Background: an optimization exercise with open tools, aiming at small area. Do not read the settings as production practice.
Only simulation tests tie the RTL to the original design; equivalence was not proved.
Power and IR drop assume default switching activity. The clock port is modelled as an ideal driver; clocking choices that lean on that would not hold on a real chip.

==> run a: inputs <==
## data_memory
module data_memory #(
  parameter int DEPTH = 64
) (
  input  logic        clk,
  input  logic        rst_n,
  input  logic        mwr,
  input  logic [31:0] addr,
  input  logic [31:0] wd,
  output logic [31:0] rd
);
==> module data_memory, before the edit <==
module data_memory #(
  parameter int DEPTH = 64
) (
  input  logic        clk,
  input  logic        rst_n,
  input  logic        mwr,
  input  logic [31:0] addr,
  input  logic [31:0] wd,
  output logic [31:0] rd
);
  localparam int AW = $clog2(DEPTH);
  logic [DEPTH-1:0][31:0] mem;
  logic                   pend;
  logic                   in_range;
  logic [AW-1:0]          widx;
  logic [DEPTH-1:0]       dec;
  logic [DEPTH-1:0]       we;
  logic [DEPTH-1:0]       hold;
  logic [DEPTH-1:0]       rsel;
  assign in_range = (addr[31:AW+2] == '0);
  assign widx     = addr[AW+1:2];
  always_comb begin
    for (int i = 0; i < DEPTH; i++) begin
      dec[i]  = (widx == i[AW-1:0]);
      we[i]   = dec[i] && in_range && !mwr;
      hold[i] = !we[i] && !pend;
      rsel[i] = dec[i] && in_range && !pend;
    end
  end
  always_ff @(posedge clk or negedge rst_n) begin
    if (!rst_n) begin
      pend <= 1'b1;
    end else begin
      pend <= 1'b0;
    end
  end
  always_ff @(posedge clk) begin
    for (int i = 0; i < DEPTH; i++) begin
      mem[i] <= (wd & {32{we[i]}}) | (mem[i] & {32{hold[i]}});
    end
  end
  always_comb begin
    rd = '0;
    for (int i = 0; i < DEPTH; i++) begin
      rd = rd | (mem[i] & {32{rsel[i]}});
    end
  end
endmodule
clock: 7.5 ns
lec_check: 0
cap_margin: 20
core_margin: 2
core_utilization: 55
setup_slack_margin: 0.2
slew_margin: 20
standard.sh (not shown) runs the stock make flow with config.mk's settings and CLKGATE_MAP_FILE= SYNTH_SCRIPT=/design/flow/synth_recipe.tcl, a recipe that flattens the netlist after the stock synthesis.
==> flow/flow/run.sh <==
#!/bin/bash
# Layout of data_memory with a hand-built gate netlist around the standard
# synthesis's registers: standard synthesis, then flow/gen_netlist.py rewrites
# the logic between the registers (same register names and cell types), then
# the standard layout from floorplan to finish.
set -euo pipefail
R=orfs/results/${FLOW_PLATFORM}/data_memory/base
bash standard.sh synth > standard_synth.log 2>&1
cp "$R/1_2_yosys.v" standard_1_2_yosys.v
python3 flow/gen_netlist.py standard_1_2_yosys.v hand_netlist.v > gen_netlist.log 2>&1
cp hand_netlist.v "$R/1_2_yosys.v"
rm -f "$R/1_synth.odb" "$R/1_synth.sdc"
# Clock tree: no dummy loads, sink clusters of up to 30 on clkbuf_16.
export CTS_ARGS="-sink_clustering_enable -repair_clock_nets -dont_use_dummy_load -buf_list sky130_fd_sc_hd__clkbuf_16 -sink_clustering_size 30 -sink_clustering_max_diameter 100"
# Port buffers: the smallest buffer rather than the flow's default pick.
export BUFFER_PORTS_ARGS="-buffer_cell sky130_fd_sc_hd__buf_1"
bash standard.sh > standard_layout.log 2>&1
==> flow/flow/gen_netlist.py <==
#!/usr/bin/env python3
"""Writes the gate-level netlist of data_memory (64 x 32) with sky130hd cells.

usage: gen_netlist.py STANDARD_NETLIST OUT_NETLIST

The registers are those of the standard synthesis of rtl/data_memory.sv, with
the same instance names and cell types; the script checks that the standard
netlist holds exactly these and stops otherwise. The logic around them is
built here by hand:
  - in range: nor4 over addr[31:8], combined to two 'out of range' terms;
  - pend: set by the clear, cleared by each clock edge (D tied low);
  - address decode: predecoded lines for addr[4:2] and addr[7:5] (the
    latter also with the range and write terms folded in), one and2 per
    word for the write select, one and2 per word for the read select (the
    address alone) and one o21a per word for the hold term (not written and
    not pend), in drive strength 2 as each drives 32 gates;
  - each data bit: a22o (write ? wd : hold & q) in front of its flip-flop;
  - each read bit: a22oi over two words at a time, then nand4, nor4, and a
    last a21boi that also applies the range and pend terms.
"""
import re
import sys

W, B = 64, 32
C = "sky130_fd_sc_hd__"


def main():
    std, out = sys.argv[1], sys.argv[2]
    text = open(std).read()
    regs = {n: t for t, n in re.findall(r"\b" + C + r"(\w+)\s+\\(\S+)\s*\(", text)}
    regs = {n: t for n, t in regs.items() if "DFF" in n or t.startswith(("df", "edf", "sdf"))}
    want = {f"mem[{k}]$_DFF_P_": "dfxtp_1" for k in range(W * B)}
    pend_type = regs.get("pend$_DFF_PN1_", "")
    if pend_type.startswith("dfstp_"):
        want["pend$_DFF_PN1_"] = pend_type
    if regs != want:
        extra = sorted(set(regs.items()) - set(want.items()))[:5]
        missing = sorted(set(want.items()) - set(regs.items()))[:5]
        sys.exit(f"registers differ from the expected ones: extra {extra} missing {missing}")

    cells = []
    wires = []
    n = [0]

    def cell(typ, pins, name=None):
        n[0] += 1
        inst = name if name else f"g{n[0]}"
        conns = ", ".join(f".{p}({s})" for p, s in pins.items())
        cells.append(f"  {C}{typ} {inst} ({conns});")

    def wire(name):
        wires.append(name)
        return name

    # in range: r[g] = 1 when addr[8+4g +: 4] is all zero; oor0/oor1 = 1 when out of range
    r = []
    for g in range(6):
        s = wire(f"rz{g}")
        cell("nor4_1", dict(A=f"addr[{8+4*g}]", B=f"addr[{9+4*g}]", C=f"addr[{10+4*g}]",
                            D=f"addr[{11+4*g}]", Y=s))
        r.append(s)
    oor0, oor1 = wire("oor0"), wire("oor1")
    cell("nand3_1", dict(A=r[0], B=r[1], C=r[2], Y=oor0))
    cell("nand3_1", dict(A=r[3], B=r[4], C=r[5], Y=oor1))
    # pend, and its complement
    pend, npend, lo0 = wire("pend"), wire("npend"), wire("tie_lo")
    cell("conb_1", dict(LO=lo0))
    cell(pend_type, dict(CLK="clk", D=lo0, SET_B="rst_n", Q=pend), name="\\pend$_DFF_PN1_ ")
    cell("inv_2", dict(A=pend, Y=npend))
    # wgo: in range and write; rgo: in range and not pend (gates rd)
    wgo, rgo = wire("wgo"), wire("rgo")
    cell("nor3_1", dict(A=oor0, B=oor1, C="mwr", Y=wgo))
    cell("nor3_1", dict(A=oor0, B=oor1, C=pend, Y=rgo))
    # address bit complements
    an = {}
    for k in range(2, 8):
        an[k] = wire(f"an{k}")
        cell("inv_1", dict(A=f"addr[{k}]", Y=an[k]))

    def lit(k, v):
        return f"addr[{k}]" if v else an[k]

    # low predecode (active low): lon[j] = 0 when addr[4:2] == j
    lon = []
    for j in range(8):
        s = wire(f"lon{j}")
        cell("nand3_1", dict(A=lit(2, j & 1), B=lit(3, j >> 1 & 1), C=lit(4, j >> 2 & 1), Y=s))
        lon.append(s)
    # active-high predecodes
    lo_h = []
    for j in range(8):
        s = wire(f"lo{j}")
        cell("and3_1", dict(A=lit(2, j & 1), B=lit(3, j >> 1 & 1), C=lit(4, j >> 2 & 1), X=s))
        lo_h.append(s)
    hw_h, hr_h = [], []
    for j in range(8):
        s = wire(f"hw{j}")
        cell("and4_1", dict(A=lit(5, j & 1), B=lit(6, j >> 1 & 1), C=lit(7, j >> 2 & 1), D=wgo, X=s))
        hw_h.append(s)
        s = wire(f"hr{j}")
        cell("and3_1", dict(A=lit(5, j & 1), B=lit(6, j >> 1 & 1), C=lit(7, j >> 2 & 1), X=s))
        hr_h.append(s)
    # high predecode (active low) of the write term, for the hold terms
    hwn = []
    for j in range(8):
        s = wire(f"hwn{j}")
        cell("nand4_1", dict(A=lit(5, j & 1), B=lit(6, j >> 1 & 1), C=lit(7, j >> 2 & 1), D=wgo, Y=s))
        hwn.append(s)

    we, hold, rsel = [], [], []
    for i in range(W):
        lo, hi = i % 8, i // 8
        w = wire(f"we{i}")
        cell("and2_2", dict(A=lo_h[lo], B=hw_h[hi], X=w))
        h = wire(f"hold{i}")
        cell("o21a_2", dict(A1=lon[lo], A2=hwn[hi], B1=npend, X=h))
        rs = wire(f"rsel{i}")
        cell("and2_2", dict(A=lo_h[lo], B=hr_h[hi], X=rs))
        we.append(w); hold.append(h); rsel.append(rs)

    # data bits
    mq = {}
    for i in range(W):
        for b in range(B):
            k = i * B + b
            q = wire(f"mq{i}_{b}")
            d = wire(f"md{i}_{b}")
            cell("dfxtp_1", dict(CLK="clk", D=d, Q=q), name=f"\\mem[{k}]$_DFF_P_ ")
            cell("a22o_1", dict(A1=we[i], A2=f"wd[{b}]", B1=hold[i], B2=q, X=d))
            mq[i, b] = q

    # read: a22oi over two words at a time, then nand4, nor4, nand2. (The
    # netlist is also simulated with Verilator: a222oi cells, three words at
    # a time, make its C++ build run for many minutes.)
    for b in range(B):
        low = []
        for g in range(32):
            s = wire(f"rn{b}_{g}")
            i = 2 * g
            cell("a22oi_1", dict(A1=rsel[i], A2=mq[i, b], B1=rsel[i+1], B2=mq[i+1, b], Y=s))
            low.append(s)
        hi = []
        for g in range(8):
            s = wire(f"ry{b}_{g}")
            cell("nand4_1", dict(A=low[4*g], B=low[4*g+1], C=low[4*g+2], D=low[4*g+3], Y=s))
            hi.append(s)
        z0, z1 = wire(f"rz{b}_0"), wire(f"rz{b}_1")
        cell("nor4_1", dict(A=hi[0], B=hi[1], C=hi[2], D=hi[3], Y=z0))
        cell("nor4_1", dict(A=hi[4], B=hi[5], C=hi[6], D=hi[7], Y=z1))
        cell("a21boi_0", dict(A1=z0, A2=z1, B1_N=rgo, Y=f"rd[{b}]"))

    with open(out, "w") as f:
        f.write("module data_memory(clk, rst_n, mwr, addr, wd, rd);\n")
        f.write("  input clk;\n  input rst_n;\n  input mwr;\n  input [31:0] addr;\n"
                "  input [31:0] wd;\n  output [31:0] rd;\n")
        for w_ in wires:
            f.write(f"  wire {w_};\n")
        f.write("\n".join(cells) + "\n")
        f.write("endmodule\n")


if __name__ == "__main__":
    main()
==> inputs of run b, as changes to run a <==
--- a/flow/flow/gen_netlist.py
+++ b/flow/flow/gen_netlist.py
@@ -17,4 +17,4 @@
   - each data bit: a22o (write ? wd : hold & q) in front of its flip-flop;
-  - each read bit: a22oi over two words at a time, then nand4, nor4, and a
-    last a21boi that also applies the range and pend terms.
+  - each read bit: a22oi over two words at a time, then nand4, or4, and a
+    last o21a that also applies the range and pend terms.
 """
@@ -132,3 +132,3 @@
 
-    # read: a22oi over two words at a time, then nand4, nor4, nand2. (The
+    # read: a22oi over two words at a time, then nand4, or4, o21a. (The
     # netlist is also simulated with Verilator: a222oi cells, three words at
@@ -148,5 +148,5 @@
         z0, z1 = wire(f"rz{b}_0"), wire(f"rz{b}_1")
-        cell("nor4_1", dict(A=hi[0], B=hi[1], C=hi[2], D=hi[3], Y=z0))
-        cell("nor4_1", dict(A=hi[4], B=hi[5], C=hi[6], D=hi[7], Y=z1))
-        cell("a21boi_0", dict(A1=z0, A2=z1, B1_N=rgo, Y=f"rd[{b}]"))
+        cell("or4_1", dict(A=hi[0], B=hi[1], C=hi[2], D=hi[3], X=z0))
+        cell("or4_1", dict(A=hi[4], B=hi[5], C=hi[6], D=hi[7], X=z1))
+        cell("o21a_1", dict(A1=z0, A2=z1, B1=rgo, X=f"rd[{b}]"))
 
Settings changed: PLACE_DENSITY set to 0.8.
==> inputs of run c, as changes to run a <==
--- a/flow/design.v
+++ b/flow/design.v
@@ -12,3 +12,3 @@
   logic [DEPTH-1:0][31:0] mem;
-  logic                   pend;
+  logic [DEPTH-1:0]       valid;
   logic                   in_range;
@@ -25,4 +25,4 @@
       we[i]   = dec[i] && in_range && !mwr;
-      hold[i] = !we[i] && !pend;
-      rsel[i] = dec[i] && in_range && !pend;
+      hold[i] = !we[i] && valid[i];
+      rsel[i] = dec[i] && in_range && valid[i];
     end
@@ -31,5 +31,5 @@
     if (!rst_n) begin
-      pend <= 1'b1;
+      valid <= '0;
     end else begin
-      pend <= 1'b0;
+      valid <= valid | we;
     end
--- a/flow/flow/run.sh
+++ b/flow/flow/run.sh
@@ -13,3 +13,3 @@
 # Clock tree: no dummy loads, sink clusters of up to 30 on clkbuf_16.
-export CTS_ARGS="-sink_clustering_enable -repair_clock_nets -dont_use_dummy_load -buf_list sky130_fd_sc_hd__clkbuf_16 -sink_clustering_size 30 -sink_clustering_max_diameter 100"
+export CTS_ARGS="-sink_clustering_enable -repair_clock_nets -dont_use_dummy_load -buf_list sky130_fd_sc_hd__clkbuf_16 -sink_clustering_size 30 -sink_clustering_max_diameter 80"
 # Port buffers: the smallest buffer rather than the flow's default pick.
--- a/flow/flow/gen_netlist.py
+++ b/flow/flow/gen_netlist.py
@@ -10,11 +10,8 @@
   - in range: nor4 over addr[31:8], combined to two 'out of range' terms;
-  - pend: set by the clear, cleared by each clock edge (D tied low);
   - address decode: predecoded lines for addr[4:2] and addr[7:5] (the
-    latter also with the range and write terms folded in), one and2 per
-    word for the write select, one and2 per word for the read select (the
-    address alone) and one o21a per word for the hold term (not written and
-    not pend), in drive strength 2 as each drives 32 gates;
+    latter with the range and write terms folded in), one and2 per word for
+    the write select and one and3 per word (with its valid bit) for the read
+    select, in drive strength 2 as each drives 32 gates;
   - each data bit: a22o (write ? wd : hold & q) in front of its flip-flop;
-  - each read bit: a22oi over two words at a time, then nand4, nor4, and a
-    last a21boi that also applies the range and pend terms.
+  - each read bit: a22oi over two words at a time, then nand4, nor4, nand2.
 """
@@ -33,5 +30,3 @@
     want = {f"mem[{k}]$_DFF_P_": "dfxtp_1" for k in range(W * B)}
-    pend_type = regs.get("pend$_DFF_PN1_", "")
-    if pend_type.startswith("dfstp_"):
-        want["pend$_DFF_PN1_"] = pend_type
+    want.update({f"valid[{i}]$_DFF_PN0_": "dfrtp_1" for i in range(W)})
     if regs != want:
@@ -65,11 +60,6 @@
     cell("nand3_1", dict(A=r[3], B=r[4], C=r[5], Y=oor1))
-    # pend, and its complement
-    pend, npend, lo0 = wire("pend"), wire("npend"), wire("tie_lo")
-    cell("conb_1", dict(LO=lo0))
-    cell(pend_type, dict(CLK="clk", D=lo0, SET_B="rst_n", Q=pend), name="\\pend$_DFF_PN1_ ")
-    cell("inv_2", dict(A=pend, Y=npend))
-    # wgo: in range and write; rgo: in range and not pend (gates rd)
+    # wgo: in range and write; rgo: in range
     wgo, rgo = wire("wgo"), wire("rgo")
     cell("nor3_1", dict(A=oor0, B=oor1, C="mwr", Y=wgo))
-    cell("nor3_1", dict(A=oor0, B=oor1, C=pend, Y=rgo))
+    cell("nor2_1", dict(A=oor0, B=oor1, Y=rgo))
     # address bit complements
@@ -101,3 +91,3 @@
         s = wire(f"hr{j}")
-        cell("and3_1", dict(A=lit(5, j & 1), B=lit(6, j >> 1 & 1), C=lit(7, j >> 2 & 1), X=s))
+        cell("and4_1", dict(A=lit(5, j & 1), B=lit(6, j >> 1 & 1), C=lit(7, j >> 2 & 1), D=rgo, X=s))
         hr_h.append(s)
@@ -110,12 +100,16 @@
 
-    we, hold, rsel = [], [], []
+    we, hold, rsel, vq = [], [], [], []
     for i in range(W):
         lo, hi = i % 8, i // 8
+        q = wire(f"vq{i}")
+        d = wire(f"vd{i}")
+        cell("dfrtp_1", dict(CLK="clk", D=d, RESET_B="rst_n", Q=q), name=f"\\valid[{i}]$_DFF_PN0_ ")
         w = wire(f"we{i}")
         cell("and2_2", dict(A=lo_h[lo], B=hw_h[hi], X=w))
+        cell("or2_1", dict(A=q, B=w, X=d))
         h = wire(f"hold{i}")
-        cell("o21a_2", dict(A1=lon[lo], A2=hwn[hi], B1=npend, X=h))
+        cell("o21a_2", dict(A1=lon[lo], A2=hwn[hi], B1=q, X=h))
         rs = wire(f"rsel{i}")
-        cell("and2_2", dict(A=lo_h[lo], B=hr_h[hi], X=rs))
-        we.append(w); hold.append(h); rsel.append(rs)
+        cell("and3_2", dict(A=lo_h[lo], B=hr_h[hi], C=q, X=rs))
+        we.append(w); hold.append(h); rsel.append(rs); vq.append(q)
 
@@ -150,3 +144,3 @@
         cell("nor4_1", dict(A=hi[4], B=hi[5], C=hi[6], D=hi[7], Y=z1))
-        cell("a21boi_0", dict(A1=z0, A2=z1, B1_N=rgo, Y=f"rd[{b}]"))
+        cell("nand2_1", dict(A=z0, B=z1, Y=f"rd[{b}]"))
 
Settings changed: CAP_MARGIN 20 to 5, SLEW_MARGIN 20 to 5.
==> inputs of run d, as changes to run a <==
--- a/flow/design.v
+++ b/flow/design.v
@@ -12,3 +12,3 @@
   logic [DEPTH-1:0][31:0] mem;
-  logic                   pend;
+  logic [DEPTH-1:0]       valid;
   logic                   in_range;
@@ -25,4 +25,4 @@
       we[i]   = dec[i] && in_range && !mwr;
-      hold[i] = !we[i] && !pend;
-      rsel[i] = dec[i] && in_range && !pend;
+      hold[i] = !we[i] && valid[i];
+      rsel[i] = dec[i] && in_range && valid[i];
     end
@@ -31,5 +31,5 @@
     if (!rst_n) begin
-      pend <= 1'b1;
+      valid <= '0;
     end else begin
-      pend <= 1'b0;
+      valid <= valid | we;
     end
--- a/flow/flow/run.sh
+++ b/flow/flow/run.sh
@@ -13,3 +13,3 @@
 # Clock tree: no dummy loads, sink clusters of up to 30 on clkbuf_16.
-export CTS_ARGS="-sink_clustering_enable -repair_clock_nets -dont_use_dummy_load -buf_list sky130_fd_sc_hd__clkbuf_16 -sink_clustering_size 30 -sink_clustering_max_diameter 100"
+export CTS_ARGS="-sink_clustering_enable -repair_clock_nets -dont_use_dummy_load -buf_list sky130_fd_sc_hd__clkbuf_16 -sink_clustering_size 30 -sink_clustering_max_diameter 80"
 # Port buffers: the smallest buffer rather than the flow's default pick.
--- a/flow/flow/gen_netlist.py
+++ b/flow/flow/gen_netlist.py
@@ -10,11 +10,8 @@
   - in range: nor4 over addr[31:8], combined to two 'out of range' terms;
-  - pend: set by the clear, cleared by each clock edge (D tied low);
   - address decode: predecoded lines for addr[4:2] and addr[7:5] (the
-    latter also with the range and write terms folded in), one and2 per
-    word for the write select, one and2 per word for the read select (the
-    address alone) and one o21a per word for the hold term (not written and
-    not pend), in drive strength 2 as each drives 32 gates;
+    latter with the range and write terms folded in), one and2 per word for
+    the write select and one and3 per word (with its valid bit) for the read
+    select, in drive strength 2 as each drives 32 gates;
   - each data bit: a22o (write ? wd : hold & q) in front of its flip-flop;
-  - each read bit: a22oi over two words at a time, then nand4, nor4, and a
-    last a21boi that also applies the range and pend terms.
+  - each read bit: a222oi over three words at a time, then nand4, nor3, nand2.
 """
@@ -33,5 +30,3 @@
     want = {f"mem[{k}]$_DFF_P_": "dfxtp_1" for k in range(W * B)}
-    pend_type = regs.get("pend$_DFF_PN1_", "")
-    if pend_type.startswith("dfstp_"):
-        want["pend$_DFF_PN1_"] = pend_type
+    want.update({f"valid[{i}]$_DFF_PN0_": "dfrtp_1" for i in range(W)})
     if regs != want:
@@ -65,11 +60,6 @@
     cell("nand3_1", dict(A=r[3], B=r[4], C=r[5], Y=oor1))
-    # pend, and its complement
-    pend, npend, lo0 = wire("pend"), wire("npend"), wire("tie_lo")
-    cell("conb_1", dict(LO=lo0))
-    cell(pend_type, dict(CLK="clk", D=lo0, SET_B="rst_n", Q=pend), name="\\pend$_DFF_PN1_ ")
-    cell("inv_2", dict(A=pend, Y=npend))
-    # wgo: in range and write; rgo: in range and not pend (gates rd)
+    # wgo: in range and write; rgo: in range
     wgo, rgo = wire("wgo"), wire("rgo")
     cell("nor3_1", dict(A=oor0, B=oor1, C="mwr", Y=wgo))
-    cell("nor3_1", dict(A=oor0, B=oor1, C=pend, Y=rgo))
+    cell("nor2_1", dict(A=oor0, B=oor1, Y=rgo))
     # address bit complements
@@ -101,3 +91,3 @@
         s = wire(f"hr{j}")
-        cell("and3_1", dict(A=lit(5, j & 1), B=lit(6, j >> 1 & 1), C=lit(7, j >> 2 & 1), X=s))
+        cell("and4_1", dict(A=lit(5, j & 1), B=lit(6, j >> 1 & 1), C=lit(7, j >> 2 & 1), D=rgo, X=s))
         hr_h.append(s)
@@ -110,12 +100,16 @@
 
-    we, hold, rsel = [], [], []
+    we, hold, rsel, vq = [], [], [], []
     for i in range(W):
         lo, hi = i % 8, i // 8
+        q = wire(f"vq{i}")
+        d = wire(f"vd{i}")
+        cell("dfrtp_1", dict(CLK="clk", D=d, RESET_B="rst_n", Q=q), name=f"\\valid[{i}]$_DFF_PN0_ ")
         w = wire(f"we{i}")
         cell("and2_2", dict(A=lo_h[lo], B=hw_h[hi], X=w))
+        cell("or2_1", dict(A=q, B=w, X=d))
         h = wire(f"hold{i}")
-        cell("o21a_2", dict(A1=lon[lo], A2=hwn[hi], B1=npend, X=h))
+        cell("o21a_2", dict(A1=lon[lo], A2=hwn[hi], B1=q, X=h))
         rs = wire(f"rsel{i}")
-        cell("and2_2", dict(A=lo_h[lo], B=hr_h[hi], X=rs))
-        we.append(w); hold.append(h); rsel.append(rs)
+        cell("and3_2", dict(A=lo_h[lo], B=hr_h[hi], C=q, X=rs))
+        we.append(w); hold.append(h); rsel.append(rs); vq.append(q)
 
@@ -132,14 +126,16 @@
 
-    # read: a22oi over two words at a time, then nand4, nor4, nand2. (The
-    # netlist is also simulated with Verilator: a222oi cells, three words at
-    # a time, make its C++ build run for many minutes.)
+    # read
     for b in range(B):
         low = []
-        for g in range(32):
+        for g in range(21):
             s = wire(f"rn{b}_{g}")
-            i = 2 * g
-            cell("a22oi_1", dict(A1=rsel[i], A2=mq[i, b], B1=rsel[i+1], B2=mq[i+1, b], Y=s))
+            i = 3 * g
+            cell("a222oi_1", dict(A1=rsel[i], A2=mq[i, b], B1=rsel[i+1], B2=mq[i+1, b],
+                                  C1=rsel[i+2], C2=mq[i+2, b], Y=s))
             low.append(s)
+        s = wire(f"rn{b}_21")
+        cell("nand2_1", dict(A=rsel[63], B=mq[63, b], Y=s))
+        low.append(s)
         hi = []
-        for g in range(8):
+        for g in range(5):
             s = wire(f"ry{b}_{g}")
@@ -147,6 +143,9 @@
             hi.append(s)
+        s = wire(f"ry{b}_5")
+        cell("nand2_1", dict(A=low[20], B=low[21], Y=s))
+        hi.append(s)
         z0, z1 = wire(f"rz{b}_0"), wire(f"rz{b}_1")
-        cell("nor4_1", dict(A=hi[0], B=hi[1], C=hi[2], D=hi[3], Y=z0))
-        cell("nor4_1", dict(A=hi[4], B=hi[5], C=hi[6], D=hi[7], Y=z1))
-        cell("a21boi_0", dict(A1=z0, A2=z1, B1_N=rgo, Y=f"rd[{b}]"))
+        cell("nor3_1", dict(A=hi[0], B=hi[1], C=hi[2], Y=z0))
+        cell("nor3_1", dict(A=hi[3], B=hi[4], C=hi[5], Y=z1))
+        cell("nand2_1", dict(A=z0, B=z1, Y=f"rd[{b}]"))
 
Settings changed: CAP_MARGIN 20 to 5, SLEW_MARGIN 20 to 5.
==> run notes <==
outcome - timing/DRC/antenna clean
final critical path time including I/O delays and setup - 6.87 ns
proportion of total power due to net switching - 23.3%
Hold Crit Start - mem[1521]$_DFF_P_
die area - 132000 um2
Flop+latch power - 10.9 mW
fraction of layout cells with a size suffix above 1 - 5.53%
number of antenna violations at the first check in global routing - 33
Core Util, Final - 59.2%
Multi-input gate area - 29800 um2
Core Region - 128000 um2
power consumed by the clock network - 5.19 mW
Repair and plain buffers - 116
post-place setup slack - 0.888 ns
WL final - 258000 um
clock tree sinks - 2049
power density over the cells - 221 nW/um2
Logic power comb - 0.656 mW
Synth Net Count - 5790
(the above is from run b)
==> run notes <==
Synth Net Count - 5915
Core Util, Final - 59.6%
Multi-input gate area - 30100 um2
Core Region - 131000 um2
number of antenna violations at the first check in global routing - 11
clock tree sinks - 2112
Flop+latch power - 11.2 mW
WL final - 266000 um
die area - 135000 um2
outcome - timing/DRC/antenna clean
fraction of layout cells with a size suffix above 1 - 6.83%
post-place setup slack - 0.862 ns
proportion of total power due to net switching - 22.0%
(the above is from run c)
==> run notes <==
Repair and plain buffers - 197
power consumed by the clock network - 5.21 mW
Core Util, Final - 59.7%
Logic power comb - 0.681 mW
Core Region - 128000 um2
fraction of layout cells with a size suffix above 1 - 7.15%
Hold Crit Start - mem[815]$_DFF_P_
post-place setup slack - 0.547 ns
WL final - 272000 um
number of antenna violations at the first check in global routing - 15
power density over the cells - 220 nW/um2
outcome - timing/DRC/antenna clean
proportion of total power due to net switching - 23.5%
die area - 132000 um2
clock tree sinks - 2049
Flop+latch power - 10.9 mW
(the above is from run a)
==> run notes <==
number of antenna violations at the first check in global routing - 7
Repair and plain buffers - 228
power consumed by the clock network - 5.63 mW
outcome - timing/DRC/antenna clean
WL final - 269000 um
Multi-input gate area - 28600 um2
proportion of total power due to net switching - 21.9%
register with the most flip-flops - mem
Logic power comb - 0.316 mW
power density over the cells - 222 nW/um2
Hold Crit Start - mem[399]$_DFF_P_
post-place setup slack - 0.590 ns
clock tree sinks - 2112
final critical path time including I/O delays and setup - 7.29 ns
Synth Net Count - 5531
Core Region - 129000 um2
die area - 132000 um2
Core Util, Final - 59.9%
Flop+latch power - 11.2 mW
(the above is from run d)

## port drivers added, routing unchanged
No port has a modelled driver above. Below, the same layouts with a new extraction and two added sets of constraints.
Step 1: set_driving_cell puts a clkbuf_16 on clk and a buf_2 on each other input, an assumption about the parent block.
Step 2 also shifts input and output timing later by t, the mid clock arrival at the registers, as if the neighbouring blocks saw the same clock.
Slacks: ideal ports / drivers / drivers and shift; pairs: ideal ports / drivers.
run	t, ns	slack for setup (ns)	worst setup path at the end	slew at the worst register clock pin (ns)	worst slew at a driven data input, ns
run a	0.796	0.319 / 0.180 / 0.180	input to output	0.12 / 0.12	0.14
run b	0.796	0.625 / 0.518 / 0.518	input to output	0.12 / 0.12	0.16
run c	0.818	0.555 / 0.493 / 0.493	input to output	0.12 / 0.12	0.21
run d	0.815	0.209 / 0.178 / 0.178	input to output	0.12 / 0.12	0.19
After both steps setup and hold are still met in every run listed. The setup slack of run a, which loses most, moves by -0.139 ns with the drivers and by -0.139 ns with both steps.
